Source: an optimization exercise on an open RTL-to-GDS flow (aim: small area and a short achievable clock period). Production flows keep margins and buffers that such runs may drop. At most, simulation tests tie the RTL to the original design; equivalence was not proved. Power and IR drop assume default switching activity.

Design doodleGame, start of the top module:
module doodleGame
(
	input logic Reset,  
	input logic frame_clk,  
	input logic [7:0] keycode,
	input logic [167:0] platforms,  
	input logic [41:0] springs,  
	output logic [19:0] sprite,  
	output logic [9:0] speed,
	output logic [9:0] scroll,
	output logic [19:0] score,
	output logic [1:0] state,
	output logic [1:0] difficulty,
	output logic [7:0] platHit
);
==> flow/config.mk <==
export PLATFORM = sky130hd
export DESIGN_NAME = doodleGame
export DESIGN_NICKNAME = doodleGame
export VERILOG_FILES = /design/flow/design.v
export SDC_FILE = /design/flow/constraint.sdc
export NUM_CORES = 4
export LEC_CHECK = 0
export CAP_MARGIN = 20
export CORE_MARGIN = 2
export CORE_UTILIZATION = 40
export CTS_BUF_LIST = sky130_fd_sc_hd__clkbuf_4 sky130_fd_sc_hd__clkbuf_8
export SETUP_SLACK_MARGIN = 4.3
export SLEW_MARGIN = 20
export SYNTH_HIERARCHICAL = 1
export SYNTH_MINIMUM_KEEP_SIZE = 0
==> flow/constraint.sdc <==
create_clock -name core_clock -period 10.0 [get_ports {Reset}]
set_input_delay 2.0000 -clock core_clock [delete_from_list [all_inputs] [get_ports {Reset}]]
set_output_delay 2.0000 -clock core_clock [all_outputs]
set_load 0.01 [all_outputs]
standard.sh (not shown) runs the stock make flow with config.mk's settings and CLKGATE_MAP_FILE= SYNTH_SCRIPT=/design/flow/synth_recipe.tcl, a recipe that flattens the netlist after the stock synthesis.
==> flow/flow/run.sh <==
#!/bin/bash
set -e
export BUFFER_PORTS_ARGS="-buffer_cell sky130_fd_sc_hd__buf_1"
bash standard.sh > standard.log 2>&1
Next try:
SETUP_SLACK_MARGIN = 4.5   (was 4.3)
After rerunning:
- The changed run ran to the end with no violations
- worst setup slack is better by 0.14 ns
- clock-buffer cell count is unchanged
- hold slack hardly moves
- final area rises by 0.39%
- total power rises by about 0.6%
- core utilization rises by 0.19 points
- first-iteration DRC count rises by about 6%
- via count rises by about 0.5%

Another version of the RTL of doodleGame (not shown whole).
Size in the first run: ~1,200 cells after synthesis, ~61 flip-flops, about 290 I/O pins, about 0.0097 mm^2 of cells after synthesis.
## doodleGame
module doodleGame
(
	input logic Reset,  
	input logic frame_clk,  
	input logic [7:0] keycode,
	input logic [167:0] platforms,  
	input logic [41:0] springs,  
	output logic [19:0] sprite,  
	output logic [9:0] speed,
	output logic [9:0] scroll,
	output logic [19:0] score,
	output logic [1:0] state,
	output logic [1:0] difficulty,
	output logic [7:0] platHit
);
==> flow/config.mk <==
export PLATFORM = sky130hd
export DESIGN_NAME = doodleGame
export DESIGN_NICKNAME = doodleGame
export VERILOG_FILES = /design/flow/design.v
export SDC_FILE = /design/flow/constraint.sdc
export NUM_CORES = 4
export LEC_CHECK = 0
export CAP_MARGIN = 20
export CORE_MARGIN = 2
export CORE_UTILIZATION = 60
export SETUP_SLACK_MARGIN = 5
export SLEW_MARGIN = 20
export SYNTH_HIERARCHICAL = 1
export SYNTH_MINIMUM_KEEP_SIZE = 0
==> flow/constraint.sdc <==
create_clock -name core_clock -period 10.0 [get_ports {Reset}]
set_input_delay 2.0000 -clock core_clock [delete_from_list [all_inputs] [get_ports {Reset}]]
set_output_delay 2.0000 -clock core_clock [all_outputs]
set_load 0.01 [all_outputs]
Scripts as last shown in full above: flow/flow/run.sh
==> next run, changes <==
- CORE_UTILIZATION: 60 -> 40
=> The changed run finished with timing, DRC and antenna clean. Die area rises by 48%. Critical path depth falls by 6. Design area rises by 2.9%. Hold slack got worse by 5.0 ps. Synthesized cell count stays the same.

Setup of v39:
Another version of the RTL of doodleGame (not shown whole).
Size in the first run: ~1500 cells after synthesis.
Settings: LEC_CHECK=0, CAP_MARGIN=20, CORE_MARGIN=2, CORE_UTILIZATION=40, CTS_BUF_LIST=sky130_fd_sc_hd__clkbuf_4 sky130_fd_sc_hd__clkbuf_8, SETUP_SLACK_MARGIN=4.5, SLEW_MARGIN=20, SYNTH_HIERARCHICAL=1, SYNTH_MINIMUM_KEEP_SIZE=0; clock period 10.0 ns.
==> flow/flow/run.sh <==
#!/bin/bash
set -e
export BUFFER_PORTS_ARGS="-buffer_cell sky130_fd_sc_hd__buf_1"
export RECOVER_POWER=100
bash standard.sh > standard.log 2>&1
[v39] flow finished | final checks: failed | reasons: max-capacitance violations, max-slew violations
Setup changes, v39 to v22
# v39
export LEC_CHECK = 0
export CAP_MARGIN = 20
export CORE_MARGIN = 2
export CORE_UTILIZATION = 40
export CTS_BUF_LIST = sky130_fd_sc_hd__clkbuf_4 sky130_fd_sc_hd__clkbuf_8
export SETUP_SLACK_MARGIN = 4.5
export SLEW_MARGIN = 20
export SYNTH_HIERARCHICAL = 1
export SYNTH_MINIMUM_KEEP_SIZE = 0
create_clock -name core_clock -period 10.0 [get_ports {Reset}]
# v22
export LEC_CHECK = 0
export CAP_MARGIN = 20
export CORE_MARGIN = 2
export CORE_UTILIZATION = 40
export CTS_BUF_LIST = sky130_fd_sc_hd__clkbuf_4 sky130_fd_sc_hd__clkbuf_8
export SETUP_SLACK_MARGIN = 5
export SLEW_MARGIN = 20
export SYNTH_HIERARCHICAL = 1
export SYNTH_MINIMUM_KEEP_SIZE = 0
create_clock -name core_clock -period 10.0 [get_ports {Reset}]
--- a/flow/flow/run.sh
+++ b/flow/flow/run.sh
@@ -4 +3,0 @@
-export RECOVER_POWER=100
- Delta (v22 minus v39): number of levels the H-tree was split into held; count of inserted antenna diode cells held; worst setup slack went up 1.91 ns.
- Of the two candidates, v39 has the worse clock power and v22 the better one.
- Summary of v22 over v39: routed wire length moved up; area of all placed cells without fillers moved up; fill cell instance count of the final layout moved down.
- The flow did not stop early for v22: all stages ran, and the layout cleared the timing, DRC and antenna checks.
- Taking v39 as the reference point, the largest stage delay on the critical path of v22 falls by 1.39 ns.
- Re power consumed by sequential cells: v39 and v22 aren't equal, and the higher value belongs to v22.
- v22 ended up with platforms[6] as its origin of the worst setup path; v39 ended up with xkQ[1]$_DFF_PP0_.
Input-level comparison between v24 and v22:
# v22
export LEC_CHECK = 0
export CAP_MARGIN = 20
export CORE_MARGIN = 2
export CORE_UTILIZATION = 40
export CTS_BUF_LIST = sky130_fd_sc_hd__clkbuf_4 sky130_fd_sc_hd__clkbuf_8
export SETUP_SLACK_MARGIN = 5
export SLEW_MARGIN = 20
export SYNTH_HIERARCHICAL = 1
export SYNTH_MINIMUM_KEEP_SIZE = 0
create_clock -name core_clock -period 10.0 [get_ports {Reset}]
# v24
export LEC_CHECK = 0
export CAP_MARGIN = 20
export CORE_MARGIN = 2
export CORE_UTILIZATION = 40
export CTS_BUF_LIST = sky130_fd_sc_hd__clkbuf_4 sky130_fd_sc_hd__clkbuf_8
export SETUP_SLACK_MARGIN = 4.5
export SLEW_MARGIN = 20
export SYNTH_HIERARCHICAL = 1
export SYNTH_MINIMUM_KEEP_SIZE = 0
create_clock -name core_clock -period 10.0 [get_ports {Reset}]
First-pass GRT wire length, v24 vs v22: down slightly. v24 — total buffers and inverters traversed by the critical path 1 higher, v22 as reference. Against v22, routed via count in v24 fell by a few percent.

doodleGame, a different RTL version from the one above (not shown whole).
Size: about 1,400 cells after synthesis, ~61 flip-flops.
==> flow/config.mk <==
export PLATFORM = sky130hd
export DESIGN_NAME = doodleGame
export DESIGN_NICKNAME = doodleGame
export VERILOG_FILES = /design/flow/design.v
export SDC_FILE = /design/flow/constraint.sdc
export NUM_CORES = 4
export LEC_CHECK = 0
export CAP_MARGIN = 20
export CORE_MARGIN = 2
export CORE_UTILIZATION = 40
export SETUP_SLACK_MARGIN = 5
export SLEW_MARGIN = 20
==> flow/constraint.sdc <==
create_clock -name core_clock -period 10.0 [get_ports {Reset}]
set_input_delay 2.0000 -clock core_clock [delete_from_list [all_inputs] [get_ports {Reset}]]
set_output_delay 2.0000 -clock core_clock [all_outputs]
set_load 0.01 [all_outputs]
==> flow/flow/run.sh <==
#!/bin/bash
set -e
export BUFFER_PORTS_ARGS="-buffer_cell sky130_fd_sc_hd__buf_1"
bash standard.sh > standard.log 2>&1
The baseline ran to the end with no violations.
Then changed:
Settings changed: SETUP_SLACK_MARGIN 5 to 3.
The new run completed with no timing, DRC or antenna violations. Power came out lower by a little under a tenth. Utilization came out lower by 3.1 points. Wire length came out lower slightly. Worst setup slack gets worse by 770 ps. Design area came out lower by a few percent. Clock power came out lower by roughly a tenth. Critical path depth came out higher by 2. Fmax came out lower by roughly a tenth.
Function was not checked in any run of this note: the RTL went through the layout flow alone.

Setup of exp/yarrow:
Another version of the RTL of doodleGame (not shown whole).
Size: roughly 1300 cells after synthesis, roughly 61 flip-flops, roughly 290 I/O pins, ~9200 µm² of cells after synthesis.
clock: 10.0 ns
lec_check: 0
cap_margin: 20
core_margin: 2
core_utilization: 40
cts_buf_list: sky130_fd_sc_hd__clkbuf_4
setup_slack_margin: 4.5
slew_margin: 20
synth_hierarchical: 1
synth_minimum_keep_size: 0
Scripts as last shown in full above: flow/flow/run.sh
exp/yarrow: flow completed, timing, DRC and antenna clean
Input changes introduced in exp/delta (baseline for comparison: exp/yarrow):
Settings: CTS_BUF_LIST now sky130_fd_sc_hd__clkbuf_4 sky130_fd_sc_hd__clkbuf_8, was sky130_fd_sc_hd__clkbuf_4; SETUP_SLACK_MARGIN now 4.7, was 4.5.
- exp/yarrow → exp/delta: area of all placed cells without fillers shows an increase of 780 µm²; post-synthesis adder-cell area fraction comparable; total power went up by about 8%; sequential fraction of design power moved down.
What exp/umber does differently from exp/delta at the input level:
Settings: changing SETUP_SLACK_MARGIN from 4.7 to 4.5.
==> summary.txt <==
exp/umber completed; timing, DRC and antenna clean. Sort exp/delta and exp/umber by slack of the critical path desc -> top: exp/delta. Changes observed in exp/umber relative to exp/delta: global-route wire length before repair fell 410 µm; met1 wire length rose about 1.1%; number of standard cells in the layout, taps in and fillers out fell 11. exp/umber: proportion of power drawn by the clock network is 0.6 points higher than what exp/delta reported. Across both runs, share of final-layout standard cells stronger than drive strength 1 was lower for exp/umber than for exp/delta. As far as post-synthesis cell type count goes, exp/delta and exp/umber are indistinguishable; the numbers are identical. Run comparison: exp/umber launching element of the worst setup path platforms[56]; exp/delta launching element of the worst setup path platforms[48]. NOTE first-iteration DRC count exp/delta->exp/umber increased by a few percent. Diff exp/delta -> exp/umber | net switching power figure | decrease of 6.3%. exp/umber vs exp/delta: non-clock buffer count down by a few percent. On minimum hold slack, exp/delta tracks exp/umber almost exactly.
Changes in exp/sierra relative to exp/umber:
Settings: swapping 40 for 50 in CORE_UTILIZATION; putting PLACE_DENSITY at 0.75 where nothing was set.
- exp/sierra reached the final stage; the timing, DRC and antenna checks on its layout passed.
- exp/sierra against exp/umber: fmax level; global-route usage higher; wire length has decreased; register-to-register slack saw a decrease.
- Relative to exp/umber, the finished layout cell area of exp/sierra is lower by 1.2%.
- Power density over the cells is lower on exp/sierra
- Delta (exp/sierra minus exp/umber): routability-driven placement congestion ratio down 0.034, met1 routing resource usage after global routing up 5.6 points, met3 layer wire length in the routed design up 12%, detailed-routed wire length on met2 up about 1.3%, number of rows created at floorplan down about 11%.

what the ideal ports hide:
How much do the figures lean on ideal ports? The routed layouts below were timed once more, with nothing changed but the port constraints.
Step 1 assumes that a clkbuf_16 drives the clock port and a buf_2 every other input.
Step 2 adds t to the input delays and takes it off the output delays; t is the mean of the earliest and latest rising clock arrival at the registers after step 1. Input paths then give back, and output paths get back, about the clock's delay inside the block.
a / b / c = ideal ports / drivers / drivers and shift; a / b = the first two.
| run | t, ns | setup WS [ns] | worst setup path after step 2 |
|---|---|---|---|
| the first run of note 1 | 0.374 | 4.591 / 4.560 / 4.697 | input to output |
| the second run of note 1 | 0.377 | 4.731 / 4.690 / 4.690 | input to output |
| the first run of note 2 | 0.366 | 4.137 / 4.100 / 4.164 | input to output |
| the second run of note 2 | 0.362 | 4.197 / 4.162 / 4.162 | input to output |
| v39 | 0.377 | 2.784 / 2.752 / 2.943 | register to register |
| v22 | 0.388 | 4.693 / 4.660 / 4.660 | input to output |
| v24 | 0.378 | 4.682 / 4.644 / 4.644 | input to output |
| the first run of note 4 | 0.370 | 4.152 / 4.114 / 4.114 | input to output |
| the second run of note 4 | 0.369 | 3.385 / 3.348 / 3.717 | register to output |
| exp/yarrow | 0.443 | 4.624 / 4.596 / 4.596 | input to output |
| exp/delta | 0.376 | 4.694 / 4.667 / 4.620 | input to register |
| exp/umber | 0.375 | 4.622 / 4.601 / 4.601 | input to output |
| exp/sierra | 0.389 | 4.629 / 4.606 / 4.606 | input to output |
For exp/delta, which loses most, drivers alone change the setup slack by -0.027 ns; drivers and shift together by -0.074 ns.
